Source: an optimization exercise on an open RTL-to-GDS flow (aim: a short achievable clock period). Production flows keep margins and buffers that such runs may drop. RTL that was checked went through simulation tests only; none was proved equivalent to the original. The RTL of runs 3 to 6 was laid out without a check of its function. No activity file was given, so power comes from the tool's default toggle rates.

==> flow/design.v <==
package mmio_pkg;
    localparam logic [7:0] OFF_COUNT   = 8'h00;
    localparam logic [7:0] OFF_COMPARE = 8'h04;
    localparam logic [7:0] OFF_STATUS  = 8'h08;
    localparam logic [7:0] OFF_TXDATA  = 8'h0C;
    localparam logic [7:0] OFF_CTRL    = 8'h10;
    localparam int ST_MATCH = 0;
    localparam int ST_FULL  = 1;
    localparam int ST_EMPTY = 2;
    localparam int ST_OVF   = 3;
    localparam logic [31:0] COMPARE_RST = 32'hFFFF_FFFF;
endpackage
module sync_fifo #(
    parameter int W     = 8,
    parameter int DEPTH = 4
) (
    input  logic         clk,
    input  logic         reset,
    input  logic         push,
    input  logic         pop,
    input  logic [W-1:0] din,
    output logic [W-1:0] dout,
    output logic         full,
    output logic         empty
);
    localparam int AW = $clog2(DEPTH);
    logic [W-1:0] r_mem [DEPTH];
    logic [AW:0]  r_wr;
    logic [AW:0]  r_rd;
    logic         w_push;
    logic         w_pop;
    assign empty  = r_wr == r_rd;
    assign full   = (r_wr[AW] != r_rd[AW]) && (r_wr[AW-1:0] == r_rd[AW-1:0]);
    assign w_push = push & ~full;
    assign w_pop  = pop & ~empty;
    assign dout   = empty ? '0 : r_mem[r_rd[AW-1:0]];
    always_ff @(posedge clk) begin
        if (w_push) r_mem[r_wr[AW-1:0]] <= din;
    end
    always_ff @(posedge clk or negedge reset) begin
        if (!reset) begin
            r_wr <= '0;
            r_rd <= '0;
        end else begin
            if (w_push) r_wr <= r_wr + 1'b1;
            if (w_pop)  r_rd <= r_rd + 1'b1;
        end
    end
endmodule
module dmem_mmio #(
    parameter int          RAM_WORDS  = 64,
    parameter int          FIFO_DEPTH = 4,
    parameter logic [31:0] MMIO_BASE  = 32'hFFFF_0000
) (
    input  logic        clk,
    input  logic        reset,
    input  logic        memwrite,
    input  logic [31:0] addr,
    input  logic [31:0] writedata,
    output logic [31:0] readdata,
    output logic [7:0]  tx_data,
    output logic        tx_valid,
    input  logic        tx_ready,
    output logic        irq
);
    localparam int RAW = $clog2(RAM_WORDS);
    logic [31:0] r_ram [RAM_WORDS];
    logic [31:0] r_count;
    logic [31:0] r_compare;
    logic        r_match;
    logic        r_ovf;
    logic        r_irq_en;
    logic        w_ram_hit;
    logic        w_mmio_hit;
    logic [7:0]  w_off;
    logic        w_wr_compare;
    logic        w_wr_status;
    logic        w_wr_tx;
    logic        w_wr_ctrl;
    logic        w_full;
    logic        w_empty;
    logic [31:0] w_status;
    logic [31:0] w_mmio_rd;
    assign w_ram_hit    = addr < 32'(RAM_WORDS * 4);
    assign w_mmio_hit   = addr[31:8] == MMIO_BASE[31:8];
    assign w_off        = {addr[7:2], 2'b00};
    assign w_wr_compare = memwrite & w_mmio_hit & (w_off == mmio_pkg::OFF_COMPARE);
    assign w_wr_status  = memwrite & w_mmio_hit & (w_off == mmio_pkg::OFF_STATUS);
    assign w_wr_tx      = memwrite & w_mmio_hit & (w_off == mmio_pkg::OFF_TXDATA);
    assign w_wr_ctrl    = memwrite & w_mmio_hit & (w_off == mmio_pkg::OFF_CTRL);
    always_comb begin
        w_status           = '0;
        w_status[mmio_pkg::ST_MATCH] = r_match;
        w_status[mmio_pkg::ST_FULL]  = w_full;
        w_status[mmio_pkg::ST_EMPTY] = w_empty;
        w_status[mmio_pkg::ST_OVF]   = r_ovf;
        w_mmio_rd = (w_off == mmio_pkg::OFF_COUNT)   ? r_count   :
                    (w_off == mmio_pkg::OFF_COMPARE) ? r_compare :
                    (w_off == mmio_pkg::OFF_STATUS)  ? w_status  :
                    (w_off == mmio_pkg::OFF_CTRL)    ? {31'd0, r_irq_en} : '0;
        readdata  = w_ram_hit  ? r_ram[addr[RAW+1:2]] :
                    w_mmio_hit ? w_mmio_rd : '0;
    end
    always_ff @(posedge clk) begin
        if (memwrite & w_ram_hit) r_ram[addr[RAW+1:2]] <= writedata;
    end
    always_ff @(posedge clk or negedge reset) begin
        if (!reset) begin
            r_count   <= '0;
            r_compare <= mmio_pkg::COMPARE_RST;
            r_match   <= 1'b0;
            r_ovf     <= 1'b0;
            r_irq_en  <= 1'b0;
        end else begin
            r_count <= r_count + 32'd1;
            if (w_wr_compare) r_compare <= writedata;
            r_match <= (r_count == r_compare) | (r_match & ~(w_wr_status & writedata[mmio_pkg::ST_MATCH]));
            r_ovf   <= (w_wr_tx & w_full) | (r_ovf & ~(w_wr_status & writedata[mmio_pkg::ST_OVF]));
            if (w_wr_ctrl) r_irq_en <= writedata[0];
        end
    end
    sync_fifo #(.W(8), .DEPTH(FIFO_DEPTH)) u_fifo (
        .clk   (clk),
        .reset (reset),
        .push  (w_wr_tx & ~w_full),
        .pop   (tx_ready),
        .din   (writedata[7:0]),
        .dout  (tx_data),
        .full  (w_full),
        .empty (w_empty)
    );
    assign tx_valid = ~w_empty;
    assign irq      = r_match & r_irq_en;
endmodule
==> flow/run.sh <==
#!/bin/bash
# synth_recipe.tcl (not shown) runs the flow's synth.tcl, then flattens the netlist and writes it again
# the make line also repeats each setting of config.mk as NAME=value (left out here)
make -C /OpenROAD-flow-scripts/flow DESIGN_CONFIG=/design/flow/config.mk WORK_HOME=/design/flow/orfs CLKGATE_MAP_FILE= SYNTH_SCRIPT=/design/flow/synth_recipe.tcl finish
==> flow/config.mk <==
export PLATFORM = sky130hd
export DESIGN_NAME = dmem_mmio
export DESIGN_NICKNAME = dmem_mmio
export VERILOG_FILES = /design/flow/design.v
export SDC_FILE = /design/flow/constraint.sdc
export NUM_CORES = 4
export LEC_CHECK = 0
export CAP_MARGIN = 20
export CORE_MARGIN = 2
export CORE_UTILIZATION = 40
export SETUP_SLACK_MARGIN = 0.2
export SLEW_MARGIN = 20
==> flow/constraint.sdc <==
create_clock -name core_clock -period 6.5 [get_ports {clk}]
set_input_delay 1.3000 -clock core_clock [delete_from_list [all_inputs] [get_ports {clk}]]
set_output_delay 1.3000 -clock core_clock [all_outputs]
set_load 0.01 [all_outputs]
==> notes.md, run 1 <==
* Setup-failing EPs final at 0
* Setup ws final at 0.169 ns
* Row cnt at 167
* DP HPWL at about 150000 µm
* EDFF count, synth at 2080
* Critical Path Sink Type: output pin
* P_int at about 0.022 W
* Seq/Total Area, Yosys at 77.3%
* Syn nets at 4270
* Max-cap violations at 0
* PortBufs at 107
* Latest clock arrival within the worst-skew pair at ~0.85 ns
* Max Fclk at between 150 and 200 MHz
* TritonCTS Buffers at 205
* GRT overflow at 0
* Core Area at between 200000 and 250000 µm²
* Post-DRT Antenna Nets at 0
* Vias in the first global route at approximately 44000
* CP arrival at ~5.0 ns
* Post-synthesis instance area at 83200 µm²
* Register Area at 64300 µm²
* Max transition margin at a little over a quarter
* Post-Syn Area per Cell at a little under 20 µm²
* Fin crit period at around 6.3 ns
* Vias at approximately 46000
* Clock power share at between 40% and 50%
* Worst setup path endpoint: readdata[29]
* #FFs+latches synth at about 2200
* Reg-to-Reg End: u_fifo.r_mem[3][4]
* Final Hold Fails at 0
* Switching share of power at 22.0%
* Seq pwr share at 53.2%
* Crit share post-route at 97.4%
* Fillers at 17200
* Mapped Cells at 4196
* Worst VDD drop at 0.000288 V
* Ys flop type: edfxtp_1
* Overall Global Routing Usage at 23.6%
* H-tree Lvls at 4
* Reg2reg start: u_fifo.r_rd[0]
* R2R setup slack at 3.99 ns
* Startpoint Class: input port
* Clock Path Buffers at 3
* Multi-input gate area at 18200 µm²
* Commonest non-fill, non-tap cell in the layout: edfxtp_1
* Leakage power at approximately 31 nW
* WL final at 253000 µm
* Die Wd at 460 µm
* DR pass1 iterations at 6
* Status: timing/DRC/antenna clean
* Yosys warning count at 2
* Setup slack after placement at -0.0481 ns
* Initial antenna violation count at 14
* Non-Filler Instances at 7482
* Finished Cell Area at ~97000 µm²
* First-pass GRT wire length at ~350000 µm
* Unrepaired setup endpoints after global routing: false
* Post-synthesis cell type count at 64
* Max-slew violation total from the final report at 0
* Io pins at 110
* Dpl cell area at 90200 µm²
* Hold crit path type: reg2reg
* Required @ worst endpoint at 5.20 ns
* CTS tree: done
* Worst Reg-to-Reg Cells at 5
* Combinational power share at slightly below 6%
* Layout Nets at roughly 4700
* CTS Root Cell: clkbuf_16
* Die height at 460 µm
* Async set-or-reset flop fraction in the synthesized netlist at 3.39%
* Residual DRC at 0
* WL per Instance at 33.8 µm
* Placer Congestion at ~0.85
* Critical path startpoint: addr[5]
* Clock-pin slew on the worst setup and hold paths at 0.06 ns
* Layout cells sized above 1 at approximately a quarter
* Pin count of the biggest net entering global routing at 74
* Largest fanout on the critical path at 12
* Most frequent cells in the layout: 2080 x edfxtp_1, 315 x mux4_2, 293 x buf_4, 210 x clkbuf_16, 178 x a22oi_1
* Final clock skew at 0.0174 ns
* Post-Place Cells at 7095
* PD cells at 296 nW/µm²
* Via-to-Cell Ratio at 6.12
* Die Area at between 200000 and 250000 µm²
* Psw at roughly 0.0063 W
* CTS Hold Bufs at 0
* DRT iter0 DRCs at 6961
* Area growth, synth to finish at 16.4%
* Kind of critical path: in2out
* Slew @ Worst Pin at 1.10 ns
* Clock Sinks at 2153
* Final hold slack at slightly below 0.5 ns
* Starting Density at 40.2%
==> metal layers <==
layer | global-route usage (%) | wire [µm]
met1 | 33.4 | 102000
met3 | 5.61 | 26300
met4 | 5.87 | 5870
met2 | 36.9 | 119000
met5 | 0 | 8
==> registers in the layout, summed over array words and instances, names as in the netlist <==
register	flops
r_compare	32
r_irq_en	1
r_ovf	1
u_fifo.r_wr	3
r_ram	2048
r_match	1
u_fifo.r_mem	32
u_fifo.r_rd	3
r_count	32
==> final cells by class <==
| class | count | area share (%) |
|---|---|---|
| inverters | 10 | 0.0401 |
| diodes | 4 | 0.0103 |
| repair buffers | 458 | 4.51 |
| clock inverters | 105 | 0.993 |
| multi-input cells | 1773 | 18.8 |
| well taps | 2704 | 3.50 |
| clock buffers | 275 | 5.68 |
| flip-flops and latches | 2153 | 66.5 |
==> power by group through the flow <==
stage | Clock [W] | Sequential, W | Combinational, W
6_report | 0.0117 | 0.0153 | 0.00169
5_1_grt | 0.0124 | 0.0153 | 0.00176
4_1_cts | 0.0118 | 0.0153 | 0.00167
3_5_place_dp | 0 | 0.0156 | 0.00167
3_3_place_gp | 0 | 0.0155 | 0.00165
2_1_floorplan | 0 | 0.0155 | 0.000781
==> metrics by stage <==
stage                     util (%)  setup TNS (ns)  power, W
after global routing          46.8               0    0.0294
after CTS                     46.8               0    0.0288
after detailed placement      43.6         -0.0481    0.0172
final                         46.8               0    0.0286
after floorplan                  -               0    0.0163
after global placement        43.6         -0.0236    0.0172
==> cells in the mapped netlist, types with 9 or more instances <==
master | n | area share [%]
a21oi_1 | 61 | 0.37
a221o_1 | 17 | 0.20
a221oi_1 | 137 | 1.4
a22o_1 | 28 | 0.29
a22oi_1 | 178 | 1.6
a31oi_1 | 10 | 0.075
a32oi_1 | 16 | 0.17
and2_1 | 9 | 0.068
and3_1 | 16 | 0.12
buf_1 | 16 | 0.072
buf_2 | 117 | 0.70
buf_4 | 30 | 0.27
clkbuf_1 | 94 | 0.42
dfrtp_1 | 41 | 1.2
dfstp_2 | 32 | 1.0
edfxtp_1 | 2080 | 75
mux2_1 | 30 | 0.41
mux2_2 | 100 | 1.4
mux2i_1 | 134 | 1.6
mux4_2 | 315 | 8.5
nand2_1 | 142 | 0.64
nand3_1 | 37 | 0.22
nand4_1 | 37 | 0.28
nor2_1 | 138 | 0.62
nor2b_1 | 16 | 0.12
nor3_1 | 15 | 0.090
nor4_1 | 22 | 0.17
o21ai_0 | 77 | 0.46
o22ai_1 | 86 | 0.65
xnor2_1 | 28 | 0.29
xor2_1 | 41 | 0.43
==> cells by family (layout without fill, tap and decap cells) <==
| family | Yosys count | in the layout | synth area share [%] |
|---|---|---|---|
| fa+ha+maj | 6 | 6 | 0.0903 |
| buf+inv | 270 | 848 | 1.56 |
| flops | 2153 | 2153 | 77.3 |
| compound gates | 659 | 659 | 5.77 |
| other cells | 0 | 4 | 0 |
| simple gates | 460 | 460 | 2.61 |
| xor+xnor | 69 | 69 | 0.727 |
| mux | 579 | 579 | 11.9 |
==> worst min-delay path by stage <==
stage | cells after the start | startpoint | slack (ns) | to
6_report | 1 | u_fifo.r_wr[2] | 0.49 | u_fifo.r_wr[2]
5_1_grt | 1 | u_fifo.r_wr[2] | 0.53 | u_fifo.r_wr[2]
4_1_cts | 1 | u_fifo.r_wr[2] | 0.50 | u_fifo.r_wr[2]
3_5_place_dp | 1 | u_fifo.r_wr[2] | 0.48 | u_fifo.r_wr[2]
3_3_place_gp | 1 | u_fifo.r_wr[2] | 0.47 | u_fifo.r_wr[2]
2_1_floorplan | 1 | u_fifo.r_wr[2] | 0.46 | u_fifo.r_wr[2]
==> worst max-delay path, cell delays in order <==
cell and delay [ns]:
clkdlybuf4s50_1 0.56, nand3b_1 0.13, buf_4 0.33, nor2_4 0.15, buf_4 0.25, a22oi_1 0.18, nand4_1 0.50, a21oi_1 0.46
o2111ai_2 0.31, o2bb2ai_1 0.28, clkdlybuf4s50_1 0.53
==> timing repair <==
item	in CTS	in global routing
pin swaps	1	2
setup endpoints to repair	2	10
resized for setup	2	5
buffers inserted	0	3
==> inputs of run 2 (changes only) <==
--- a/flow/config.mk
+++ b/flow/config.mk
@@ -5,8 +5,9 @@
 export SDC_FILE = /design/flow/constraint.sdc
 export NUM_CORES = 4
 export LEC_CHECK = 0
+export ABC_CLOCK_PERIOD_IN_PS = 3000
 export CAP_MARGIN = 20
 export CORE_MARGIN = 2
 export CORE_UTILIZATION = 40
-export SETUP_SLACK_MARGIN = 0.2
+export SETUP_SLACK_MARGIN = 3.0
 export SLEW_MARGIN = 20
==> run 2 against run 1 <==
Still clean. Sequential share of layout area fell by 3.8 points. Die area did not move. Worst hold slack improved by 0.017 ns. Via count rose by 5.1%. Final cell count rose by 4.4%. Design area rose by 6.0%. First-iteration DRC count rose by 5.5%. Flip-flop and latch count did not move. Clock skew fell by 0.0046 ns. Global-route usage rose by 1.6 points. Count of clock-buffer cells in the layout rose by 6. Register-to-register slack improved by 0.24 ns. Largest power group unchanged.
==> notes.md, run 2 <==
* Mapped Cells at 4196 (unchanged)
* Largest fanout on the critical path at 6 (was 12)
* Via-to-Cell Ratio at 6.16 (was 6.12)
* Seq/Total Area, Yosys at 77.3% (unchanged)
* Fin crit period at 5.32 ns (was 6.33 ns)
* Layout cells sized above 1 at 35.2% (was 25.3%)
* Vias at 48100 (was 45800)
* PortBufs at 107 (unchanged)
* Syn nets at 4270 (unchanged)
* Most common cell in the netlist: edfxtp_1 (unchanged)
* EDFF count, synth at 2080 (unchanged)
* Clock-pin slew on the worst setup and hold paths at 0.06 ns (about the same)
* CTS tree: done (unchanged)
* Latest clock arrival within the worst-skew pair at 0.86 ns (was 0.85 ns)
* Final clock skew at 0.0128 ns (was 0.0174 ns)
* Yosys warning count at 2 (unchanged)
* Dominant cells by area after synthesis: edfxtp_1 75%, mux4_2 8.5%, mux2i_1 1.6%, a22oi_1 1.6%, a221oi_1 1.4% (unchanged)
* CTS Hold Bufs at 0 (unchanged)
* CTS Root Cell: clkbuf_16 (unchanged)
* H-tree Lvls at 4 (unchanged)
* Met1 Usage GRT at 34.4% (was 33.4%)
* Setup-failing EPs final at 0 (unchanged)
* Leakage power at 33.9 nW (was 30.9 nW)
* Met3 GRT Util at 5.56% (was 5.61%)
* CP arrival at 4.02 ns (was 5.03 ns)
* Startpoint Class: input port (unchanged)
* Io pins at 110 (unchanged)
* Max-slew violation total from the final report at 0 (unchanged)
* Post-synthesis cell type count at 64 (unchanged)
* Max-cap violations at 0 (unchanged)
* Most frequent cells after synthesis: 2080 x edfxtp_1, 315 x mux4_2, 178 x a22oi_1 (unchanged)
* Residual DRC at 0 (unchanged)
* Area growth, synth to finish at 23.4% (was 16.4%)
* #FFs+latches synth at 2153 (unchanged)
* Kind of critical path: in2out (unchanged)
* First-pass GRT wire length at 370000 µm (was 350000 µm)
* Clock Path Buffers at 3 (unchanged)
* Die Area at 212000 µm² (unchanged)
* Register Area at 64300 µm² (about the same)
* Most frequent cells in the layout: 2080 x edfxtp_1, 406 x buf_4, 315 x mux4_2, 216 x clkbuf_16, 128 x a22oi_1 (was 2080 x edfxtp_1, 315 x mux4_2, 293 x buf_4, 210 x clkbuf_16, 178 x a22oi_1)
* Multi-input gate area at 19800 µm² (was 18200 µm²)
* Critical Path Sink Type: output pin (unchanged)
* Fillers at 16700 (was 17200)
* Overall Global Routing Usage at 25.2% (was 23.6%)
* Largest register FFs at 2048 (unchanged)
* Die height at 460 µm (unchanged)
* WL final at 274000 µm (was 253000 µm)
* Worst VDD drop at 0.000304 V (was 0.000288 V)
* Finished Cell Area at 103000 µm² (was 96800 µm²)
* PD cells at 282 nW/µm² (was 296 nW/µm²)
* Core Area at 207000 µm² (unchanged)
* Unrepaired setup endpoints after global routing: true (was false)
* Crit share post-route at 81.8% (was 97.4%)
* Commonest non-fill, non-tap cell in the layout: edfxtp_1 (unchanged)
* Final Hold Fails at 0 (unchanged)
* Async set-or-reset flop fraction in the synthesized netlist at 3.39% (unchanged)
* TritonCTS Buffers at 209 (was 205)
* Die Wd at 460 µm (unchanged)
* Post-DRT Antenna Nets at 0 (unchanged)
* DRT iter0 DRCs at 7345 (was 6961)
* Pin count of the biggest net entering global routing at 74 (unchanged)
* Dpl cell area at 90400 µm² (was 90200 µm²)
* Initial antenna violation count at 14 (unchanged)
* GR peak layer: met2 (unchanged)
* Ys flop type: edfxtp_1 (unchanged)
* WL per Instance at 35.1 µm (was 33.8 µm)
* Slew @ Worst Pin at 1.25 ns (was 1.10 ns)
* Share of the synthesized area in the top cell type at 75.1% (unchanged)
* Setup ws final at 1.18 ns (was 0.169 ns)
* Max Fclk at 188 MHz (was 158 MHz)
* GRT overflow at 0 (unchanged)
* Setup slack after placement at -0.171 ns (was -0.0481 ns)
* Status: timing/DRC/antenna clean (unchanged)
* Met2 Track Usage GR at 39.6% (was 36.9%)
* Starting Density at 40.2% (unchanged)
* Placer Congestion at 0.869 (was 0.849)
* Required @ worst endpoint at 5.20 ns (about the same)
* Synth area leader: edfxtp_1 (unchanged)
* Hold crit path type: reg2reg (unchanged)
* Post-Syn Area per Cell at 19.8 µm² (unchanged)
* Max transition margin at 16.4% (was 26.3%)
* DP HPWL at 157000 µm (was 149000 µm)
* Clock Sinks at 2153 (unchanged)
* Post-synthesis instance area at 83200 µm² (unchanged)
* DR pass1 iterations at 8 (was 6)
* Row cnt at 167 (unchanged)
* Vias in the first global route at 45700 (was 44100)
* Layout Nets at 5003 (was 4675)
==> run 2: cell types whose count changed in the layout (fill, tap and decap cells not counted), sizes merged, moves of 2 or more <==
| cell | previous run | this run |
|---|---|---|
| dlymetal6s2s | 0 | 25 |
| bufbuf | 0 | 12 |
| clkinv | 76 | 90 |
| nor2 | 138 | 140 |
| clkbuf | 275 | 290 |
| clkdlybuf4s50 | 71 | 3 |
| bufinv | 14 | 7 |
| dlygate4sd2 | 0 | 4 |
| buf | 387 | 723 |
| or2 | 3 | 5 |
| clkinvlp | 6 | 3 |
| inv | 19 | 13 |
==> run 2: through the flow <==
step / setup TNS (ns) / utilization [%] / hold slack, ns / instances / total power, W
final: 0 / 49.6 / 0.510 / 7809 / 0.0290
after global routing: 0 / 49.6 / 0.526 / 7807 / 0.0297
after CTS: 0 / 48.5 / 0.490 / 7631 / 0.0288
after detailed placement: -0.171 / 43.7 / 0.479 / 7111 / 0.0173
after global placement: -0.208 / 43.7 / 0.474 / 7111 / 0.0173
after floorplan: 0 / - / 0.462 / 4196 / 0.0163
==> run 2: kinds of logic (layout without fill, tap and decap cells) <==
family	count (synthesis)	in the layout	share of synthesized area, %
compound gates	659	659	5.77
xor+xnor	69	69	0.727
fa+ha+maj	6	6	0.0903
buf+inv	270	1171	1.56
flops	2153	2153	77.3
mux	579	579	11.9
other cells	0	3	0
simple gates	460	465	2.61
==> run 2: cell type report <==
| type | instances | area share [%] |
|---|---|---|
| Antenna cell | 3 | 0.00731 |
| Clock buffer | 281 | 5.42 |
| Clock inverter | 103 | 0.739 |
| Sequential cell | 2153 | 62.7 |
| Timing Repair Buffer | 777 | 8.51 |
| Inverter | 10 | 0.0378 |
| Multi-Input combinational cell | 1778 | 19.3 |
| Tap cell | 2704 | 3.30 |
==> run 2: per-layer routing <==
metal	share of wire, %	up-vias
met5	0.030	-
met4	4.1	10
met3	10	524
met2	47	2972
met1	39	25500
li1	-	19100
==> run 2: path summary, 6_finish.rpt <==
check | start | endpoint | slack (ns) | cells after the start
min in group asynchronous | reset | r_count[26] | 0.59 | 1
max in group asynchronous | reset | u_fifo.r_rd[0] | 5.19 | 1
min reg2reg | r_ovf | r_ovf | 0.51 | 2
max reg2reg | r_count[2] | r_count[31] | 4.23 | 7
min | r_ovf | r_ovf | 0.51 | 2
max | addr[2] | readdata[6] | 1.18 | 13
==> run 2: critical path, cell delays in order <==
cell     delay, ns
buf_16        0.15
buf_16        0.14
buf_12        0.15
buf_12        0.11
buf_16        0.12
buf_4         0.12
mux4_2        0.50
a22oi_1       0.23
nand2_2       0.16
nor4_4        0.49
buf_6         0.21
o22ai_1       0.12
buf_2         0.21
==> run 2: timing repair <==
action	4_1_cts	5_1_grt
buffers inserted	108	165
endpoints found under the setup margin	1805	1898
pin swaps	106	110
cloned	28	10
gates resized for setup	519	209
==> run 2: report_power, final <==
group / internal (W) / total [W] / switching [W] / leakage (nW)
Sequential: 0.0152 / 0.0152 / 0.0000204 / 19.5
Clock: 0.00627 / 0.0115 / 0.00520 / 3.09
Combinational: 0.000957 / 0.00227 / 0.00132 / 11.2
Total: 0.0224 / 0.0290 / 0.00654 / 33.9
==> inputs of run 3 (changes only) <==
--- a/flow/design.v
+++ b/flow/design.v
@@ -10,6 +10,28 @@
     localparam int ST_OVF   = 3;
     localparam logic [31:0] COMPARE_RST = 32'hFFFF_FFFF;
 endpackage
+module dec3 (
+    input  logic [2:0] a,
+    output logic [7:0] y
+);
+    always_comb
+        for (int i = 0; i < 8; i++) y[i] = a == 3'(i);
+endmodule
+module dec3e (
+    input  logic       en,
+    input  logic [2:0] a,
+    output logic [7:0] y
+);
+    always_comb
+        for (int i = 0; i < 8; i++) y[i] = en & (a == 3'(i));
+endmodule
+module sel8 (
+    input  logic [7:0] s,
+    input  logic [7:0] d,
+    output logic       y
+);
+    assign y = |(s & d);
+endmodule
 module sync_fifo #(
     parameter int W     = 8,
     parameter int DEPTH = 4
@@ -63,8 +85,7 @@
     input  logic        tx_ready,
     output logic        irq
 );
-    localparam int RAW = $clog2(RAM_WORDS);
-    logic [31:0] r_ram [RAM_WORDS];
+    logic [31:0] r_ram [64];
     logic [31:0] r_count;
     logic [31:0] r_compare;
     logic        r_match;
@@ -72,7 +93,7 @@
     logic        r_irq_en;
     logic        w_ram_hit;
     logic        w_mmio_hit;
-    logic [7:0]  w_off;
+    logic [5:0]  w_word;
     logic        w_wr_compare;
     logic        w_wr_status;
     logic        w_wr_tx;
@@ -81,28 +102,47 @@
     logic        w_empty;
     logic [31:0] w_status;
     logic [31:0] w_mmio_rd;
-    assign w_ram_hit    = addr < 32'(RAM_WORDS * 4);
+    logic [31:0] w_ram_rd;
+    assign w_ram_hit    = addr[31:8] == 24'd0;
     assign w_mmio_hit   = addr[31:8] == MMIO_BASE[31:8];
-    assign w_off        = {addr[7:2], 2'b00};
-    assign w_wr_compare = memwrite & w_mmio_hit & (w_off == mmio_pkg::OFF_COMPARE);
-    assign w_wr_status  = memwrite & w_mmio_hit & (w_off == mmio_pkg::OFF_STATUS);
-    assign w_wr_tx      = memwrite & w_mmio_hit & (w_off == mmio_pkg::OFF_TXDATA);
-    assign w_wr_ctrl    = memwrite & w_mmio_hit & (w_off == mmio_pkg::OFF_CTRL);
+    assign w_word       = addr[7:2];
+    assign w_wr_compare = memwrite & w_mmio_hit & (w_word == 6'd1);
+    assign w_wr_status  = memwrite & w_mmio_hit & (w_word == 6'd2);
+    assign w_wr_tx      = memwrite & w_mmio_hit & (w_word == 6'd3);
+    assign w_wr_ctrl    = memwrite & w_mmio_hit & (w_word == 6'd4);
+    localparam int NCOPY = 4;
+    logic [7:0] w_lo [NCOPY];
+    logic [7:0] w_hi [NCOPY];
+    for (genvar c = 0; c < NCOPY; c++) begin : g_dec
+        dec3  u_lo (.a(addr[4:2]), .y(w_lo[c]));
+        dec3e u_hi (.en(w_ram_hit), .a(addr[7:5]), .y(w_hi[c]));
+    end
+    for (genvar b = 0; b < 32; b++) begin : g_bit
+        logic [7:0] w_g;
+        for (genvar h = 0; h < 8; h++) begin : g_grp
+            sel8 u_sel (
+                .s (w_lo[b / (32 / NCOPY)]),
+                .d ({r_ram[8*h+7][b], r_ram[8*h+6][b], r_ram[8*h+5][b], r_ram[8*h+4][b],
+                     r_ram[8*h+3][b], r_ram[8*h+2][b], r_ram[8*h+1][b], r_ram[8*h+0][b]}),
+                .y (w_g[h])
+            );
+        end
+        sel8 u_top (.s(w_hi[b / (32 / NCOPY)]), .d(w_g), .y(w_ram_rd[b]));
+    end
     always_comb begin
         w_status           = '0;
         w_status[mmio_pkg::ST_MATCH] = r_match;
         w_status[mmio_pkg::ST_FULL]  = w_full;
         w_status[mmio_pkg::ST_EMPTY] = w_empty;
         w_status[mmio_pkg::ST_OVF]   = r_ovf;
-        w_mmio_rd = (w_off == mmio_pkg::OFF_COUNT)   ? r_count   :
-                    (w_off == mmio_pkg::OFF_COMPARE) ? r_compare :
-                    (w_off == mmio_pkg::OFF_STATUS)  ? w_status  :
-                    (w_off == mmio_pkg::OFF_CTRL)    ? {31'd0, r_irq_en} : '0;
-        readdata  = w_ram_hit  ? r_ram[addr[RAW+1:2]] :
-                    w_mmio_hit ? w_mmio_rd : '0;
+        w_mmio_rd = ({32{w_word == 6'd0}} & r_count)   |
+                    ({32{w_word == 6'd1}} & r_compare) |
+                    ({32{w_word == 6'd2}} & w_status)  |
+                    ({32{w_word == 6'd4}} & {31'd0, r_irq_en});
+        readdata  = w_ram_rd | ({32{w_mmio_hit}} & w_mmio_rd);
     end
     always_ff @(posedge clk) begin
-        if (memwrite & w_ram_hit) r_ram[addr[RAW+1:2]] <= writedata;
+        if (memwrite & w_ram_hit) r_ram[w_word] <= writedata;
     end
     always_ff @(posedge clk or negedge reset) begin
         if (!reset) begin
==> flow/config.mk (replaced) <==
export PLATFORM = sky130hd
export DESIGN_NAME = dmem_mmio
export DESIGN_NICKNAME = dmem_mmio
export VERILOG_FILES = /design/flow/design.v
export SDC_FILE = /design/flow/constraint.sdc
export NUM_CORES = 4
export LEC_CHECK = 0
export ABC_CLOCK_PERIOD_IN_PS = 1000
export CAP_MARGIN = 20
export CORE_MARGIN = 2
export CORE_UTILIZATION = 60
export GPL_TIMING_DRIVEN = 1
export SETUP_SLACK_MARGIN = 4.5
export SLEW_MARGIN = 20
export SYNTH_HIERARCHICAL = 1
export SYNTH_MINIMUM_KEEP_SIZE = 0
export TNS_END_PERCENT = 5
==> run 3 against run 2 <==
Maximum frequency is 6.5% higher. Sequential power hardly changed. Non-clock buffer count fell by 354. Clock power is essentially flat. Synthesized cell count shrank 2.0%. Clock skew rose by 0.0049 ns. Area after synthesis fell by 5.1%. Die area down 36%. Critical path type unchanged. Largest cell class unchanged.
==> notes.md, run 3 <==
* Vias at 46500 (was 48100)
* Yosys warning count at 12 (was 2)
* Most frequent cells after synthesis: 2080 x edfxtp_1, 1180 x a22oi_1, 314 x nand4_1 (was 2080 x edfxtp_1, 315 x mux4_2, 178 x a22oi_1)
* Critical Path Sink Type: output pin (unchanged)
* Mapped Cells at 4113 (was 4196)
* Clock Path Buffers at 3 (unchanged)
* R2R setup slack at 4.02 ns (was 4.23 ns)
* Hold crit path type: in2async (was reg2reg)
* Latest clock arrival within the worst-skew pair at 0.84 ns (was 0.86 ns)
* DP HPWL at 129000 µm (was 157000 µm)
* Layout Nets at 4785 (was 5003)
* Vias in the first global route at 44700 (was 45700)
* Starting Density at 60.3% (was 40.2%)
* First-pass GRT wire length at 327000 µm (was 370000 µm)
* Die Area at 135000 µm² (was 212000 µm²)
* Residual DRC at 0 (unchanged)
* Setup ws final at 1.51 ns (was 1.18 ns)
* GRT overflow at 0 (unchanged)
* Async set-or-reset flop fraction in the synthesized netlist at 3.39% (unchanged)
* Area growth, synth to finish at 19.1% (was 23.4%)
* Io pins at 110 (unchanged)
* Max-slew violation total from the final report at 0 (unchanged)
* Commonest non-fill, non-tap cell in the layout: edfxtp_1 (unchanged)
* Max Fclk at 200 MHz (was 188 MHz)
* Layout cells sized above 1 at 21.4% (was 35.2%)
* #FFs+latches synth at 2153 (unchanged)
* Row cnt at 133 (was 167)
* Synth area leader: edfxtp_1 (unchanged)
* Initial antenna violation count at 5 (was 14)
* Largest fanout on the critical path at 53 (was 6)
* Seq/Total Area, Yosys at 81.5% (was 77.3%)
* Post-DRT Antenna Nets at 0 (unchanged)
* Setup slack after placement at 0.321 ns (was -0.171 ns)
* Syn nets at 4187 (was 4270)
* Leakage power at 29.4 nW (was 33.9 nW)
* Setup-failing EPs final at 0 (unchanged)
* Post-Syn Area per Cell at 19.2 µm² (was 19.8 µm²)
* EDFF count, synth at 2080 (unchanged)
* DRT iter0 DRCs at 7119 (was 7345)
* Worst VDD drop at 0.000261 V (was 0.000304 V)
* TritonCTS Buffers at 208 (was 209)
* Placer Congestion at 0.855 (was 0.869)
* Reg2reg start: u_fifo.r_rd[1] (was r_count[2])
* PD cells at 296 nW/µm² (was 282 nW/µm²)
* Reg-to-Reg End: u_fifo.r_mem[3][3] (was r_count[31])
* Kind of critical path: in2out (unchanged)
* CTS Hold Bufs at 0 (unchanged)
* Ys flop type: edfxtp_1 (unchanged)
* Fin crit period at 4.99 ns (was 5.32 ns)
* CP arrival at 3.69 ns (was 4.02 ns)
* Crit share post-route at 76.8% (was 81.8%)
* Slew @ Worst Pin at 1.16 ns (was 1.25 ns)
* Max transition margin at 22.9% (was 16.4%)
* Status: timing/DRC/antenna clean (unchanged)
* Finished Cell Area at 94000 µm² (was 103000 µm²)
* Clock Sinks at 2153 (unchanged)
* Final Hold Fails at 0 (unchanged)
* H-tree Lvls at 4 (unchanged)
* Worst Reg-to-Reg Cells at 7 (unchanged)
* Die Wd at 367 µm (was 460 µm)
* Unrepaired setup endpoints after global routing: true (unchanged)
* WL final at 233000 µm (was 274000 µm)
* Dpl cell area at 84800 µm² (was 90400 µm²)
* Largest register FFs at 2048 (unchanged)
* Dominant cells by area after synthesis: edfxtp_1 79%, a22oi_1 11%, nand4_1 2.5%, dfrtp_1 1.3%, dfstp_2 1.1% (was edfxtp_1 75%, mux4_2 8.5%, mux2i_1 1.6%, a22oi_1 1.6%, a221oi_1 1.4%)
* Post-synthesis instance area at 79000 µm² (was 83200 µm²)
* Overall Global Routing Usage at 34.2% (was 25.2%)
* Via-to-Cell Ratio at 7.00 (was 6.16)
* CTS tree: done (unchanged)
* Most common cell in the netlist: edfxtp_1 (unchanged)
* Most frequent cells in the layout: 2080 x edfxtp_1, 1104 x a22oi_1, 314 x nand4_1, 215 x clkbuf_16, 189 x buf_4 (was 2080 x edfxtp_1, 406 x buf_4, 315 x mux4_2, 216 x clkbuf_16, 128 x a22oi_1)
* CTS Root Cell: clkbuf_16 (unchanged)
* Post-synthesis cell type count at 64 (unchanged)
* Fillers at 8224 (was 16700)
* Clock-pin slew on the worst setup and hold paths at 0.06 ns (about the same)
* Final setup TNS at 0 ns (unchanged)
* DR pass1 iterations at 14 (was 8)
* Pin count of the biggest net entering global routing at 71 (was 74)
* Die height at 367 µm (was 460 µm)
* Share of the synthesized area in the top cell type at 79.1% (was 75.1%)
* Max-cap violations at 0 (unchanged)
* PortBufs at 107 (unchanged)
* Final clock skew at 0.0177 ns (was 0.0128 ns)
* WL per Instance at 35.0 µm (was 35.1 µm)
* Core Area at 131000 µm² (was 207000 µm²)
* Required @ worst endpoint at 5.20 ns (about the same)
* Startpoint Class: input port (unchanged)
[run 3: timing repair]
action | in CTS | in global routing
endpoints found under the hold margin | 0 | 0
resized for setup | 446 | 64
cloned | 12 | 4
setup buffers | 95 | 33
endpoints found under the setup margin | 2160 | 2168
pin swaps | 89 | 38
[run 3: cell type report]
| class | instances | area (µm²) | area share, % |
|---|---|---|---|
| antenna | 1 | 2.50 | 0.00266 |
| clock inverter | 132 | 1060 | 1.13 |
| timing repair buffer | 423 | 4930 | 5.25 |
| sequential | 2153 | 64300 | 68.4 |
| clock buffer | 254 | 5470 | 5.82 |
| inverter | 11 | 41.3 | 0.0439 |
| multi-input combinational | 1914 | 16000 | 17.0 |
| tap | 1755 | 2200 | 2.34 |
[run 3: modules after synthesis (local to each module, per instance), excerpt]
module     cells  times used  area, µm²  flops+latches
dec3           8           4       65.1              0
dmem_mmio   2514           1      66100           2115
dec3e          8           4       96.3              0
sel8           5         288       36.3              0
[run 3: cells by family after synthesis]
group,count (synthesis),share of synthesized area (%)
AO/OA/AOI/OAI,1231,11.7
XOR/XNOR,72,0.827
adder cells (fa/ha/maj),6,0.0951
buffers and inverters,48,0.312
flip-flops,2153,81.5
multiplexers,45,0.916
AND/OR/NAND/NOR,558,4.67
[run 3: report_power, final]
part	total [W]	internal (W)	switching, W
Clock	0.0116	0.00656	0.00509
Sequential	0.0152	0.0152	0.0000000000170
Combinational	0.00101	0.000277	0.000730
Total	0.0279	0.0220	0.00582
[run 3: how the worst max path moves through the flow]
stage | start | endpoint | slack, ns
after floorplan | addr[3] | readdata[4] | 1.98
after global placement | addr[16] | readdata[5] | 0.36
after detailed placement | addr[28] | readdata[5] | 0.32
after CTS | addr[14] | readdata[17] | 1.53
after global routing | addr[23] | readdata[6] | 1.51
final | addr[2] | readdata[5] | 1.51
[run 3: worst max-delay path: stages]
cell	delay (ns)
buf_12	0.16
buf_12	0.18
and3b_2	0.26
buf_12	0.21
a22oi_1	0.21
nand4_1	0.24
a22oi_2	0.27
nand4_1	0.27
o21bai_4	0.33
buf_6	0.18
[run 3: layer usage]
metal,track usage (%),share of wire [%],vias up
li1,-,-,19200
met1,50.0,40,24100
met2,53.2,47,2767
met3,6.11,10,387
met4,10.9,2.9,0
met5,0,0,-
[run 3: stage by stage]
step / hold slack, ns / utilization [%] / std cells / power (W)
finish: 0.309 / 71.8 / 6643 / 0.0279
CTS: 0.270 / 71.2 / 6605 / 0.0279
floorplan: 0.474 / - / 4113 / 0.0159
detailed placement: 0.501 / 64.8 / 6112 / 0.0164
global placement: 0.502 / 64.8 / 6112 / 0.0164
global route: 0.292 / 71.8 / 6642 / 0.0285
==> inputs of run 4 (changes only) <==
--- a/flow/design.v
+++ b/flow/design.v
@@ -16,14 +16,6 @@
 );
     always_comb
         for (int i = 0; i < 8; i++) y[i] = a == 3'(i);
-endmodule
-module dec3e (
-    input  logic       en,
-    input  logic [2:0] a,
-    output logic [7:0] y
-);
-    always_comb
-        for (int i = 0; i < 8; i++) y[i] = en & (a == 3'(i));
 endmodule
 module sel8 (
     input  logic [7:0] s,
@@ -115,7 +107,7 @@
     logic [7:0] w_hi [NCOPY];
     for (genvar c = 0; c < NCOPY; c++) begin : g_dec
         dec3  u_lo (.a(addr[4:2]), .y(w_lo[c]));
-        dec3e u_hi (.en(w_ram_hit), .a(addr[7:5]), .y(w_hi[c]));
+        dec3  u_hi (.a(addr[7:5]), .y(w_hi[c]));
     end
     for (genvar b = 0; b < 32; b++) begin : g_bit
         logic [7:0] w_g;
@@ -139,7 +131,7 @@
                     ({32{w_word == 6'd1}} & r_compare) |
                     ({32{w_word == 6'd2}} & w_status)  |
                     ({32{w_word == 6'd4}} & {31'd0, r_irq_en});
-        readdata  = w_ram_rd | ({32{w_mmio_hit}} & w_mmio_rd);
+        readdata  = ({32{w_ram_hit}} & w_ram_rd) | ({32{w_mmio_hit}} & w_mmio_rd);
     end
     always_ff @(posedge clk) begin
         if (memwrite & w_ram_hit) r_ram[w_word] <= writedata;
==> run 4 against run 3 <==
Count of clock-buffer cells in the layout up 20. Sequential power is essentially flat. Via count rose by 4.9%. Synthesized cell count about the same. Total power fell by 0.52%. First-iteration DRC count is 4.4% higher. Design area up 3.3%. Combinational power rose by 44%. Utilization is 3.0 points higher. Clock skew down 0.0021 ns. Critical endpoint is now readdata[23]. Largest power group unchanged.
==> notes.md, run 4 <==
* Core Area at 130000 µm² (was 131000 µm²)
* Max-cap violations at 0 (unchanged)
* Row cnt at 132 (was 133)
* Vias at 48800 (was 46500)
* Worst VDD drop at 0.000291 V (was 0.000261 V)
* CP arrival at 3.73 ns (was 3.69 ns)
* Area growth, synth to finish at 23.4% (was 19.1%)
* CTS tree: done (unchanged)
* Clock Sinks at 2153 (unchanged)
* PD cells at 285 nW/µm² (was 296 nW/µm²)
* Async set-or-reset flop fraction in the synthesized netlist at 3.39% (unchanged)
* Switching share of power at 21.5% (was 20.9%)
* Post-synthesis cell type count at 59 (was 64)
* Mapped Cells at 4115 (was 4113)
* CTS Hold Bufs at 0 (unchanged)
* GRT overflow at 0 (unchanged)
* EDFF count, synth at 2080 (unchanged)
* Setup slack after placement at 0.501 ns (was 0.321 ns)
* Initial antenna violation count at 2 (was 5)
* Yosys warning count at 11 (was 12)
* Setup-failing EPs final at 0 (unchanged)
* WL per Instance at 37.6 µm (was 35.0 µm)
* Commonest non-fill, non-tap cell in the layout: edfxtp_1 (unchanged)
* Post-synthesis instance area at 78700 µm² (was 79000 µm²)
* DR pass1 iterations at 6 (was 14)
* Status: timing/DRC/antenna clean (unchanged)
* Max transition margin at 22.4% (was 22.9%)
* Most frequent cells after synthesis: 2080 x edfxtp_1, 1180 x a22oi_1, 313 x nand4_1 (was 2080 x edfxtp_1, 1180 x a22oi_1, 314 x nand4_1)
* TritonCTS Buffers at 205 (was 208)
* Kind of critical path: in2out (unchanged)
* Final clock skew at 0.0155 ns (was 0.0177 ns)
* Final hold slack at 0.317 ns (was 0.309 ns)
* Die height at 366 µm (was 367 µm)
* Final setup TNS at 0 ns (unchanged)
* Most common cell in the netlist: edfxtp_1 (unchanged)
* #FFs+latches synth at 2153 (unchanged)
* Leakage power at 30.6 nW (was 29.4 nW)
* Largest register FFs at 2048 (unchanged)
* Critical-path top delay cell: nand4_1 (was o21bai_4)
* Max Fclk at 199 MHz (was 200 MHz)
* Vias in the first global route at 45900 (was 44700)
* P_int at 0.0217 W (was 0.0220 W)
* Max incr delay on CP at 0.47 ns (was 0.33 ns)
* WL final at 255000 µm (was 233000 µm)
* DP HPWL at 131000 µm (was 129000 µm)
* Pin count of the biggest net entering global routing at 71 (unchanged)
* Slew @ Worst Pin at 1.16 ns (about the same)
* Clock-pin slew on the worst setup and hold paths at 0.06 ns (about the same)
* Post-DRT Antenna Nets at 0 (unchanged)
* Unrepaired setup endpoints after global routing: true (unchanged)
* Starting Density at 60.6% (was 60.3%)
* Worst-path cell chain: buf_16, buf_12, and3b_4, buf_12, a22oi_1, nand4_1, a22oi_2, nand4_1, o2bb2ai_4, buf_6 (was buf_12, buf_12, and3b_2, buf_12, a22oi_1, nand4_1, a22oi_2, nand4_1, o21bai_4, buf_6)
* Final Hold Fails at 0 (unchanged)
* Fillers at 7561 (was 8224)
* Latest clock arrival within the worst-skew pair at 0.84 ns (about the same)
* Die Area at 134000 µm² (was 135000 µm²)
* Post-Syn Area per Cell at 19.1 µm² (was 19.2 µm²)
* Syn nets at 4189 (was 4187)
* Worst Reg-to-Reg Cells at 7 (unchanged)
* Largest fanout on the critical path at 9 (was 53)
* Max-slew violation total from the final report at 0 (unchanged)
* Synth area leader: edfxtp_1 (unchanged)
* Setup ws final at 1.47 ns (was 1.51 ns)
* Critical Path Sink Type: output pin (unchanged)
* Most frequent cells in the layout: 2080 x edfxtp_1, 931 x a22oi_1, 313 x nand4_1, 272 x buf_4, 249 x a22oi_2 (was 2080 x edfxtp_1, 1104 x a22oi_1, 314 x nand4_1, 215 x clkbuf_16, 189 x buf_4)
* Combinational power share at 5.2% (was 3.6%)
* Placer Congestion at 0.848 (was 0.855)
* CTS Root Cell: clkbuf_16 (unchanged)
* Psw at 0.00597 W (was 0.00582 W)
* Die Wd at 366 µm (was 367 µm)
* Seq/Total Area, Yosys at 81.7% (was 81.5%)
* Layout cells sized above 1 at 26.1% (was 21.4%)
* Ys flop type: edfxtp_1 (unchanged)
* Hold crit path type: in2async (unchanged)
* Clock Path Buffers at 3 (unchanged)
* Fin crit period at 5.03 ns (was 4.99 ns)
* Via-to-Cell Ratio at 7.19 (was 7.00)
* PortBufs at 107 (unchanged)
* Startpoint Class: input port (unchanged)
* Dominant cells by area after synthesis: edfxtp_1 79%, a22oi_1 11%, nand4_1 2.5%, dfrtp_1 1.3%, dfstp_2 1.1% (unchanged)
* Layout Nets at 4954 (was 4785)
* Io pins at 110 (unchanged)
* Crit share post-route at 77.4% (was 76.8%)
* First-pass GRT wire length at 348000 µm (was 327000 µm)
* Overall Global Routing Usage at 37.1% (was 34.2%)
* Residual DRC at 0 (unchanged)
* Seq pwr share at 54.9% (was 54.6%)
* DRT iter0 DRCs at 7430 (was 7119)
* Clock power share at 39.9% (was 41.8%)
* H-tree Lvls at 4 (unchanged)
* Share of the synthesized area in the top cell type at 79.3% (was 79.1%)
* Final Power at 0.0277 W (was 0.0279 W)
* Post-Route Utilization at 74.8% (was 71.8%)
* Required @ worst endpoint at 5.20 ns (about the same)
-- run 4: changes by cell type after synthesis, moves of 27 or more --
cell       change
o21bai_1      -28
o2bb2ai_1     +28
mux2_1        +27
mux2_4        -27
-- run 4: Yosys stat by module, one instance, submodules excluded, excerpt --
module     times used  area, µm²  flip-flops and latches  cells
dmem_mmio           1      66000                    2115   2516
dec3                8       65.1                       0      8
sel8              288       36.3                       0      5
-- run 4: final timing paths --
| kind | startpoint | endpoint | slack, ns |
|---|---|---|---|
| worst max-delay path | addr[4] | readdata[23] | 1.47 |
| worst min-delay path | reset | u_fifo.r_rd[0] | 0.32 |
| worst max register to register | u_fifo.r_wr[0] | u_fifo.r_mem[3][2] | 3.97 |
| worst min register to register | r_ovf | r_ovf | 0.51 |
| max in group asynchronous | reset | r_count[0] | 5.05 |
| min in group core_clock | r_ovf | r_ovf | 0.51 |
-- run 4: final cells by class --
class                   instances  area [µm²]  area share (%)
clock inverters                99         637           0.656
repair buffers                593        7810            8.04
flip-flops and latches       2153       64300            66.2
well taps                    1742        2180            2.24
inverters                      11        41.3          0.0425
diodes                          2        5.00         0.00515
multi-input cells            1916       16700            17.2
clock buffers                 274        5460            5.62
-- run 4: metal layers --
layer	global-route usage [%]	vias up	wire length [µm]	share of wire (%)
met5	0	-	13	0.0051
met4	15.6	2	12800	5.0
met3	8.09	590	31300	12
met2	56.9	3494	117000	46
met1	52.5	25100	94500	37
li1	-	19600	-	-
-- run 4: per-stage QoR --
| stage | instances | instance area [µm²] |
|---|---|---|
| 6_report | 6790 | 97100 |
| 5_1_grt | 6788 | 97100 |
| 4_1_cts | 6725 | 95600 |
| 3_5_place_dp | 6145 | 84700 |
| 3_3_place_gp | 6143 | 84700 |
| 2_1_floorplan | 4115 | 79100 |
-- run 4: kinds of logic (layout without fill, tap and decap cells) --
| family | count (synthesis) | in the layout | synth area share (%) |
|---|---|---|---|
| simple gates | 558 | 562 | 4.49 |
| flops | 2153 | 2153 | 81.7 |
| other cells | 0 | 2 | 0 |
| compound gates | 1231 | 1231 | 11.8 |
| mux | 45 | 45 | 0.790 |
| fa+ha+maj | 6 | 6 | 0.0954 |
| xor+xnor | 72 | 72 | 0.830 |
| buf+inv | 50 | 977 | 0.292 |
-- run 4: power by group through the flow --
| stage | registers, W | clock network (W) | logic, W |
|---|---|---|---|
| 2_1_floorplan | 0.0155 | 0 | 0.000428 |
| 3_3_place_gp | 0.0155 | 0 | 0.00105 |
| 3_5_place_dp | 0.0155 | 0 | 0.00107 |
| 4_1_cts | 0.0152 | 0.0111 | 0.00134 |
| 5_1_grt | 0.0152 | 0.0117 | 0.00149 |
| 6_report | 0.0152 | 0.0111 | 0.00145 |
-- run 4: critical path: cells and delay by family --
family / cells / cell delay [ns]
simple gates: 3 / 0.92
compound gates: 3 / 0.89
buf+inv: 4 / 0.60
-- run 4: timing repair --
action                      CTS  global route
buffers inserted            150            41
setup endpoints to repair  2160          2166
cloned                       57            21
pin swaps                   231           218
gates resized for setup     596           158
==> inputs of run 5 (changes only) <==
--- a/flow/design.v
+++ b/flow/design.v
@@ -102,7 +102,7 @@
     assign w_wr_status  = memwrite & w_mmio_hit & (w_word == 6'd2);
     assign w_wr_tx      = memwrite & w_mmio_hit & (w_word == 6'd3);
     assign w_wr_ctrl    = memwrite & w_mmio_hit & (w_word == 6'd4);
-    localparam int NCOPY = 4;
+    localparam int NCOPY = 8;
     logic [7:0] w_lo [NCOPY];
     logic [7:0] w_hi [NCOPY];
     for (genvar c = 0; c < NCOPY; c++) begin : g_dec
==> run 5 against run 4 <==
Non-clock buffer count up 15. Combinational power about the same. Register-to-register slack better by 0.25 ns. Area after synthesis up 0.66%. Still clean on timing, DRC and antenna. Final cell count up 1.6%. Critical path type unchanged. Setup slack better by 0.22 ns. Sequential share of layout area down 0.99 points. Flip-flop and latch count unchanged.
==> notes.md, run 5 <==
* Crit share post-route at 74.1% (was 77.4%)
* Post-Place Cells at 6212 (was 6145)
* Max-slew violation total from the final report at 0 (unchanged)
* Syn nets at 4253 (was 4189)
* Worst setup path endpoint: readdata[7] (was readdata[23])
* Area growth, synth to finish at 24.4% (was 23.4%)
* Io pins at 110 (unchanged)
* Met2 Track Usage GR at 54.3% (was 56.9%)
* Met3 GRT Util at 9.46% (was 8.09%)
* Final setup TNS at 0 ns (unchanged)
* Clock-pin slew on the worst setup and hold paths at 0.06 ns (about the same)
* Non-Filler Instances at 6900 (was 6790)
* Startpoint Class: input port (unchanged)
* Ys flop type: edfxtp_1 (unchanged)
* Mapped Cells at 4179 (was 4115)
* PortBufs at 107 (unchanged)
* Async set-or-reset flop fraction in the synthesized netlist at 3.39% (unchanged)
* Residual DRC at 0 (unchanged)
* Overall Global Routing Usage at 37.1% (about the same)
* Post-DRT Antenna Nets at 0 (unchanged)
* H-tree Lvls at 4 (unchanged)
* Number of cells on the critical path at 11 (was 10)
* R2R setup slack at 4.22 ns (was 3.97 ns)
* CTS tree: done (unchanged)
* Starting Density at 60.4% (was 60.6%)
* Vias at 49500 (was 48800)
* Most common cell in the netlist: edfxtp_1 (unchanged)
* Layout cells sized above 1 at 28.9% (was 26.1%)
* Kind of critical path: in2out (unchanged)
* GRT overflow at 0 (unchanged)
* Latest clock arrival within the worst-skew pair at 0.83 ns (was 0.84 ns)
* GR peak layer: met2 (unchanged)
* Slew @ Worst Pin at 1.18 ns (was 1.16 ns)
* WL per Instance at 37.1 µm (was 37.6 µm)
* Critical path startpoint: addr[4] (unchanged)
* Leakage power at 31.1 nW (was 30.6 nW)
* Most frequent cells after synthesis: 2080 x edfxtp_1, 1180 x a22oi_1, 313 x nand4_1 (unchanged)
* Post-synthesis instance area at 79200 µm² (was 78700 µm²)
* Hold crit path type: in2async (unchanged)
* Dominant cells by area after synthesis: edfxtp_1 79%, a22oi_1 11%, nand4_1 2.5%, dfrtp_1 1.3%, dfstp_2 1.1% (unchanged)
* Status: timing/DRC/antenna clean (unchanged)
* Final clock skew at 0.0220 ns (was 0.0155 ns)
* Post-Syn Area per Cell at 19.0 µm² (was 19.1 µm²)
* Setup-failing EPs final at 0 (unchanged)
* Initial antenna violation count at 6 (was 2)
* Required @ worst endpoint at 5.20 ns (about the same)
* CTS Root Cell: clkbuf_16 (unchanged)
* CP arrival at 3.51 ns (was 3.73 ns)
* Largest register FFs at 2048 (unchanged)
* Final Power at 0.0281 W (was 0.0277 W)
* Post-synthesis cell type count at 59 (unchanged)
* First-pass GRT wire length at 350000 µm (was 348000 µm)
* Clock Sinks at 2153 (unchanged)
* Placer Congestion at 0.887 (was 0.848)
* Met1 Usage GRT at 54.3% (was 52.5%)
* Fillers at 7538 (was 7561)
* Die Area at 135000 µm² (was 134000 µm²)
* Commonest non-fill, non-tap cell in the layout: edfxtp_1 (unchanged)
* EDFF count, synth at 2080 (unchanged)
* Die Wd at 367 µm (was 366 µm)
* Clock Path Buffers at 3 (unchanged)
* Core Area at 131000 µm² (was 130000 µm²)
* Yosys warning count at 11 (unchanged)
* DRT iter0 DRCs at 8242 (was 7430)
* Max-cap violations at 0 (unchanged)
* Pin count of the biggest net entering global routing at 72 (was 71)
* Critical Path Sink Type: output pin (unchanged)
* # diodes at 0 (was 2)
* WL final at 256000 µm (was 255000 µm)
* TritonCTS Buffers at 206 (was 205)
* Reg2reg start: u_fifo.r_wr[1] (was u_fifo.r_wr[0])
* Reg-to-Reg End: u_fifo.r_mem[3][4] (was u_fifo.r_mem[3][2])
* Final Hold Fails at 0 (unchanged)
* Share of the synthesized area in the top cell type at 78.8% (was 79.3%)
* Row cnt at 133 (was 132)
* Synth area leader: edfxtp_1 (unchanged)
* Unrepaired setup endpoints after global routing: true (unchanged)
* Worst Path Buf+Inv at 5 (was 4)
* Worst Reg-to-Reg Cells at 9 (was 7)
* Vias in the first global route at 46400 (was 45900)
* PD cells at 285 nW/µm² (about the same)
* Worst-path cell chain: buf_16, buf_12, buf_16, and3b_4, buf_12, a22oi_2, nand4_1, a22oi_2, nand4_1, o2bb2ai_2, buf_2 (was buf_16, buf_12, and3b_4, buf_12, a22oi_1, nand4_1, a22oi_2, nand4_1, o2bb2ai_4, buf_6)
* Most frequent cells in the layout: 2080 x edfxtp_1, 873 x a22oi_1, 313 x nand4_1, 307 x a22oi_2, 252 x buf_4 (was 2080 x edfxtp_1, 931 x a22oi_1, 313 x nand4_1, 272 x buf_4, 249 x a22oi_2)
* Die height at 367 µm (was 366 µm)
* Largest fanout on the critical path at 8 (was 9)
* #FFs+latches synth at 2153 (unchanged)
* Layout Nets at 5054 (was 4954)
* Fin crit period at 4.81 ns (was 5.03 ns)
* Max Fclk at 208 MHz (was 199 MHz)
* DP HPWL at 137000 µm (was 131000 µm)
* Worst VDD drop at 0.000292 V (was 0.000291 V)
* Max incr delay on CP at 0.30 ns (was 0.47 ns)
* Seq/Total Area, Yosys at 81.2% (was 81.7%)
* Via-to-Cell Ratio at 7.17 (was 7.19)
* DR pass1 iterations at 8 (was 6)
* Max transition margin at 21.4% (was 22.4%)
* Critical-path top delay cell: a22oi_2 (was nand4_1)
* Crit path max-delay family: buffers and inverters (was simple AND/OR/NAND/NOR gates)
==> run 5: changes by cell type in the layout (fill, tap and decap cells not counted), sizes merged, moves of 8 or more <==
cell          previous run  this run
and3                    15        25
dlymetal6s2s            13         1
buf                    533       559
dlygate4sd2              3        21
clkinv                  81        91
nor3b                   25        49
inv                     23        15
clkbuf                 301       276
nor3                    18        26
bufinv                   4        14
and3b                   27        68
==> run 5: final cells by class <==
| class | instances | area [µm²] | share of cell area (%) |
|---|---|---|---|
| Clock buffer | 262 | 5500 | 5.58 |
| Timing Repair Buffer | 608 | 7660 | 7.77 |
| Sequential cell | 2153 | 64300 | 65.2 |
| Clock inverter | 111 | 892 | 0.905 |
| Tap cell | 1755 | 2200 | 2.23 |
| Multi-Input combinational cell | 2000 | 18000 | 18.2 |
| Inverter | 11 | 41.3 | 0.0419 |
==> run 5: worst min path at each step <==
stage,endpoint,slack (ns),cells after the start
global placement,r_ovf,0.51,2
floorplan,r_ovf,0.47,2
detailed placement,r_count[31],0.50,1
CTS,u_fifo.r_wr[2],0.26,1
global route,u_fifo.r_rd[2],0.27,1
finish,u_fifo.r_wr[1],0.29,1
==> run 5: worst register-to-register path, stage by stage, from the launching register on <==
cell	delay, ns
dfrtp_1	0.54
xnor2_1	0.20
nand3_2	0.15
inv_1	0.18
nor3b_4	0.24
buf_6	0.17
nand2_4	0.06
a31oi_4	0.21
buf_6	0.14
buf_12	0.10
==> run 5: per-module statistics from Yosys (local to each module, per instance), a selection <==
| module | flip-flops and latches | copies in the design | cell area, µm² | cells |
|---|---|---|---|---|
| dmem_mmio | 2115 | 1 | 66000 | 2516 |
| dec3 | 0 | 16 | 65.1 | 8 |
| sel8 | 0 | 288 | 36.3 | 5 |
==> run 5: kinds of logic (layout without fill, tap and decap cells) <==
group | count (synthesis) | after routing | synth area share (%)
flops | 2153 | 2153 | 81.2
compound gates | 1231 | 1231 | 11.7
simple gates | 622 | 646 | 5.12
xor+xnor | 72 | 72 | 0.824
buf+inv | 50 | 992 | 0.290
mux | 45 | 45 | 0.785
fa+ha+maj | 6 | 6 | 0.0947
==> run 5: repair_timing <==
action / 4_1_cts / 5_1_grt
endpoints found under the setup margin: 2161 / 2168
pin swaps: 247 / 254
hold buffers: 0 / 0
gates cloned: 56 / 19
gates resized for setup: 672 / 262
setup buffers: 151 / 88
==> run 5: where the power goes <==
group | switching (W) | internal (W) | total (W)
clock | 0.00501 | 0.00649 | 0.0115
combinational | 0.000921 | 0.000502 | 0.00142
sequential | 0.0000000000170 | 0.0152 | 0.0152
==> run 5: metrics by stage <==
| stage | util [%] | hold WS [ns] | area (µm²) | setup WS, ns |
|---|---|---|---|---|
| 6_report | 75.1 | 0.294 | 98600 | 1.69 |
| 2_1_floorplan | - | 0.474 | 80000 | 2.54 |
| 5_1_grt | 75.1 | 0.270 | 98600 | 1.66 |
| 3_5_place_dp | 65.0 | 0.505 | 85300 | 0.620 |
| 4_1_cts | 73.3 | 0.263 | 96200 | 1.76 |
| 3_3_place_gp | 65.0 | 0.507 | 85300 | 0.623 |
==> run 5: layer usage <==
metal / vias to the layer above / wire, µm
met5: - / 33
met4: 4 / 10600
met1: 25500 / 97700
met2: 3545 / 115000
li1: 20000 / -
met3: 542 / 32400
==> inputs of run 6 (changes only) <==
--- a/flow/design.v
+++ b/flow/design.v
@@ -17,12 +17,57 @@
     always_comb
         for (int i = 0; i < 8; i++) y[i] = a == 3'(i);
 endmodule
+module dec3z (
+    input  logic [26:0] a,
+    output logic [7:0]  y
+);
+    logic zero;
+    assign zero = a[26:3] == 24'd0;
+    always_comb
+        for (int i = 0; i < 8; i++) y[i] = zero & (a[2:0] == 3'(i));
+endmodule
+module aoi22 (
+    input  logic a1, a2, b1, b2,
+    output logic y
+);
+    assign y = ~((a1 & a2) | (b1 & b2));
+endmodule
+module aoi221 (
+    input  logic a1, a2, b1, b2, c,
+    output logic y
+);
+    assign y = ~((a1 & a2) | (b1 & b2) | c);
+endmodule
+module nand4 (
+    input  logic a, b, c, d,
+    output logic y
+);
+    assign y = ~(a & b & c & d);
+endmodule
 module sel8 (
     input  logic [7:0] s,
     input  logic [7:0] d,
     output logic       y
 );
-    assign y = |(s & d);
+    logic [3:0] n;
+    aoi22 u0 (.a1(s[0]), .a2(d[0]), .b1(s[1]), .b2(d[1]), .y(n[0]));
+    aoi22 u1 (.a1(s[2]), .a2(d[2]), .b1(s[3]), .b2(d[3]), .y(n[1]));
+    aoi22 u2 (.a1(s[4]), .a2(d[4]), .b1(s[5]), .b2(d[5]), .y(n[2]));
+    aoi22 u3 (.a1(s[6]), .a2(d[6]), .b1(s[7]), .b2(d[7]), .y(n[3]));
+    nand4 u4 (.a(n[0]), .b(n[1]), .c(n[2]), .d(n[3]), .y(y));
+endmodule
+module sel8m (
+    input  logic [7:0] s,
+    input  logic [7:0] d,
+    input  logic       m,
+    output logic       y
+);
+    logic [3:0] n;
+    aoi22  u0 (.a1(s[0]), .a2(d[0]), .b1(s[1]), .b2(d[1]), .y(n[0]));
+    aoi22  u1 (.a1(s[2]), .a2(d[2]), .b1(s[3]), .b2(d[3]), .y(n[1]));
+    aoi22  u2 (.a1(s[4]), .a2(d[4]), .b1(s[5]), .b2(d[5]), .y(n[2]));
+    aoi221 u3 (.a1(s[6]), .a2(d[6]), .b1(s[7]), .b2(d[7]), .c(m), .y(n[3]));
+    nand4  u4 (.a(n[0]), .b(n[1]), .c(n[2]), .d(n[3]), .y(y));
 endmodule
 module sync_fifo #(
     parameter int W     = 8,
@@ -94,7 +139,7 @@
     logic        w_empty;
     logic [31:0] w_status;
     logic [31:0] w_mmio_rd;
-    logic [31:0] w_ram_rd;
+    logic [31:0] w_mm;
     assign w_ram_hit    = addr[31:8] == 24'd0;
     assign w_mmio_hit   = addr[31:8] == MMIO_BASE[31:8];
     assign w_word       = addr[7:2];
@@ -107,7 +152,7 @@
     logic [7:0] w_hi [NCOPY];
     for (genvar c = 0; c < NCOPY; c++) begin : g_dec
         dec3  u_lo (.a(addr[4:2]), .y(w_lo[c]));
-        dec3  u_hi (.a(addr[7:5]), .y(w_hi[c]));
+        dec3z u_hi (.a(addr[31:5]), .y(w_hi[c]));
     end
     for (genvar b = 0; b < 32; b++) begin : g_bit
         logic [7:0] w_g;
@@ -119,7 +164,7 @@
                 .y (w_g[h])
             );
         end
-        sel8 u_top (.s(w_hi[b / (32 / NCOPY)]), .d(w_g), .y(w_ram_rd[b]));
+        sel8m u_top (.s(w_hi[b / (32 / NCOPY)]), .d(w_g), .m(w_mm[b]), .y(readdata[b]));
     end
     always_comb begin
         w_status           = '0;
@@ -131,7 +176,7 @@
                     ({32{w_word == 6'd1}} & r_compare) |
                     ({32{w_word == 6'd2}} & w_status)  |
                     ({32{w_word == 6'd4}} & {31'd0, r_irq_en});
-        readdata  = ({32{w_ram_hit}} & w_ram_rd) | ({32{w_mmio_hit}} & w_mmio_rd);
+        w_mm      = {32{w_mmio_hit}} & w_mmio_rd;
     end
     always_ff @(posedge clk) begin
         if (memwrite & w_ram_hit) r_ram[w_word] <= writedata;
==> run 6 against run 5 <==
Flip-flop and latch count did not move. Non-clock buffer count rose by 171. Utilization shrank 0.38 points. Critical path depth is 3 higher. Final cell count grew 6.1%. Area after synthesis up 8.2%. Global-route usage decreased by 0.37 points. Count of clock-buffer cells in the layout rose by 25. Total power is 1.3% higher. First-iteration DRC count decreased by 21%. Critical path type unchanged.
==> notes.md, run 6 <==
* Status: timing/DRC/antenna clean (unchanged)
* Die Wd at 382 µm (was 367 µm)
* WL per Instance at 37.3 µm (was 37.1 µm)
* Max transition margin at 23.9% (was 21.4%)
* Critical Path Sink Type: output pin (unchanged)
* Post-Place Cells at 6570 (was 6212)
* GRT overflow at 0 (unchanged)
* Most frequent cells after synthesis: 2080 x edfxtp_1, 1120 x a22oi_2, 310 x nand4_1 (was 2080 x edfxtp_1, 1180 x a22oi_1, 313 x nand4_1)
* Largest register FFs at 2048 (unchanged)
* Max-cap violations at 0 (unchanged)
* Pin count of the biggest net entering global routing at 70 (was 72)
* Max-slew violation total from the final report at 0 (unchanged)
* PortBufs at 107 (unchanged)
* Kind of critical path: in2out (unchanged)
* DR pass1 iterations at 6 (was 8)
* Clock-pin slew on the worst setup and hold paths at 0.06 ns (about the same)
* H-tree Lvls at 4 (unchanged)
* Starting Density at 60.5% (was 60.4%)
* WL final at 273000 µm (was 256000 µm)
* Post-synthesis instance area at 85700 µm² (was 79200 µm²)
* Most common cell in the netlist: edfxtp_1 (unchanged)
* Setup-failing EPs final at 0 (unchanged)
* Final Hold Fails at 0 (unchanged)
* CP arrival at 3.57 ns (was 3.51 ns)
* Most frequent cells in the layout: 2080 x edfxtp_1, 1141 x a22oi_2, 411 x buf_4, 310 x nand4_1, 231 x clkbuf_16 (was 2080 x edfxtp_1, 873 x a22oi_1, 313 x nand4_1, 307 x a22oi_2, 252 x buf_4)
* Vias in the first global route at 49000 (was 46400)
* R2R setup slack at 4.13 ns (was 4.22 ns)
* Commonest non-fill, non-tap cell in the layout: edfxtp_1 (unchanged)
* Clock Sinks at 2153 (unchanged)
* EDFF count, synth at 2080 (unchanged)
* Startpoint Class: input port (unchanged)
* Worst VDD drop at 0.000366 V (was 0.000292 V)
* Syn nets at 4360 (was 4253)
* Clock Path Buffers at 3 (unchanged)
==> run 6: cell types whose count changed in the layout (fill, tap and decap cells not counted), sizes merged, moves of 28 or more <==
cell	delta
o2bb2ai	-28
nor3	+66
and3b	-33
buf	+186
clkbuf	+29
a22oi	-31
nor4	+100
a221oi	+32
==> run 6: per-stage QoR <==
step / setup WS, ns / utilization (%) / hold WS [ns]
6_report: 1.63 / 74.7 / 0.261
5_1_grt: 1.61 / 74.7 / 0.247
4_1_cts: 1.64 / 73.5 / 0.233
3_5_place_dp: 0.476 / 65.5 / 0.506
3_3_place_gp: 0.450 / 65.5 / 0.488
2_1_floorplan: 2.19 / - / 0.465
==> run 6: per-layer routing <==
layer	GRT usage, %	part of all wire [%]	vias to the layer above	wire length, µm
met4	17.0	5.1	4	13900
met3	9.62	11	587	31200
met1	52.5	39	26700	106000
met2	53.2	44	3150	121000
met5	0	0.0081	-	22
li1	-	-	20800	-
==> run 6: Yosys stat by module, one instance, submodules excluded, excerpt <==
module | flip-flops and latches | copies in the design
dec3z | 0 | 8
dmem_mmio | 2115 | 1
aoi221 | 0 | 32
nand4 | 0 | 288
aoi22 | 0 | 1120
dec3 | 0 | 8
==> run 6: how the worst max path moves through the flow <==
stage | startpoint | end | slack (ns) | cells past startpoint
6_report | addr[3] | readdata[1] | 1.63 | 14
3_5_place_dp | addr[4] | readdata[8] | 0.48 | 8
4_1_cts | addr[3] | readdata[7] | 1.64 | 13
5_1_grt | addr[3] | readdata[7] | 1.61 | 13
3_3_place_gp | addr[4] | readdata[8] | 0.45 | 8
2_1_floorplan | addr[4] | readdata[0] | 2.19 | 5
==> run 6: timing repair <==
| item | CTS | global route |
|---|---|---|
| pin swaps | 171 | 142 |
| cloned | 51 | 19 |
| setup endpoints to repair | 2178 | 2179 |
| gates resized for setup | 668 | 140 |
| buffers inserted | 201 | 85 |
==> run 6: worst max-delay path, stage by stage <==
cell and delay [ns]:
buf_16 0.09, buf_16 0.14, buf_12 0.15, buf_8 0.12
buf_12 0.10, nor3b_4 0.04, buf_6 0.15, buf_16 0.17
buf_12 0.16, a22oi_2 0.18, nand4_1 0.11, a22oi_2 0.28
nand4_1 0.29, buf_2 0.24
==> run 6: report_power, final <==
group          internal, W    switching [W]  leakage (nW)  total [W]
clock network      0.00662          0.00509          3.20     0.0117
logic             0.000589         0.000995          10.9    0.00158
registers           0.0152  0.0000000000165          19.6     0.0152
total               0.0224          0.00609          33.7     0.0285
==> run 6: kinds of logic after synthesis <==
| family | count (synthesis) | synth area share (%) |
|---|---|---|
| AOI/OAI and AO/OA | 1201 | 17.3 |
| adders and majority gates | 6 | 0.0876 |
| DFF | 2153 | 75.0 |
| muxes | 45 | 0.857 |
| buffers and inverters | 60 | 0.342 |
| and+or+nand+nor | 749 | 5.59 |
| xor gates and xnor gates | 72 | 0.762 |
==> run 6: cell type report <==
class                   count  area (µm²)
clock buffers             287        5770
multi-input cells        2087       23400
diodes                      8        20.0
well taps                1890        2360
repair buffers            779        9190
inverters                  18        70.1
flip-flops and latches   2153       64300
fillers                  8166       35800
clock inverters            97         807

Check on run 6: ideal ports give 1.633 ns setup slack; a clkbuf_16 on the clock port and buf_2 on the inputs give 1.332 ns; moving port delays by the midpoint clock arrival (0.936 ns) as well gives 1.332 ns.
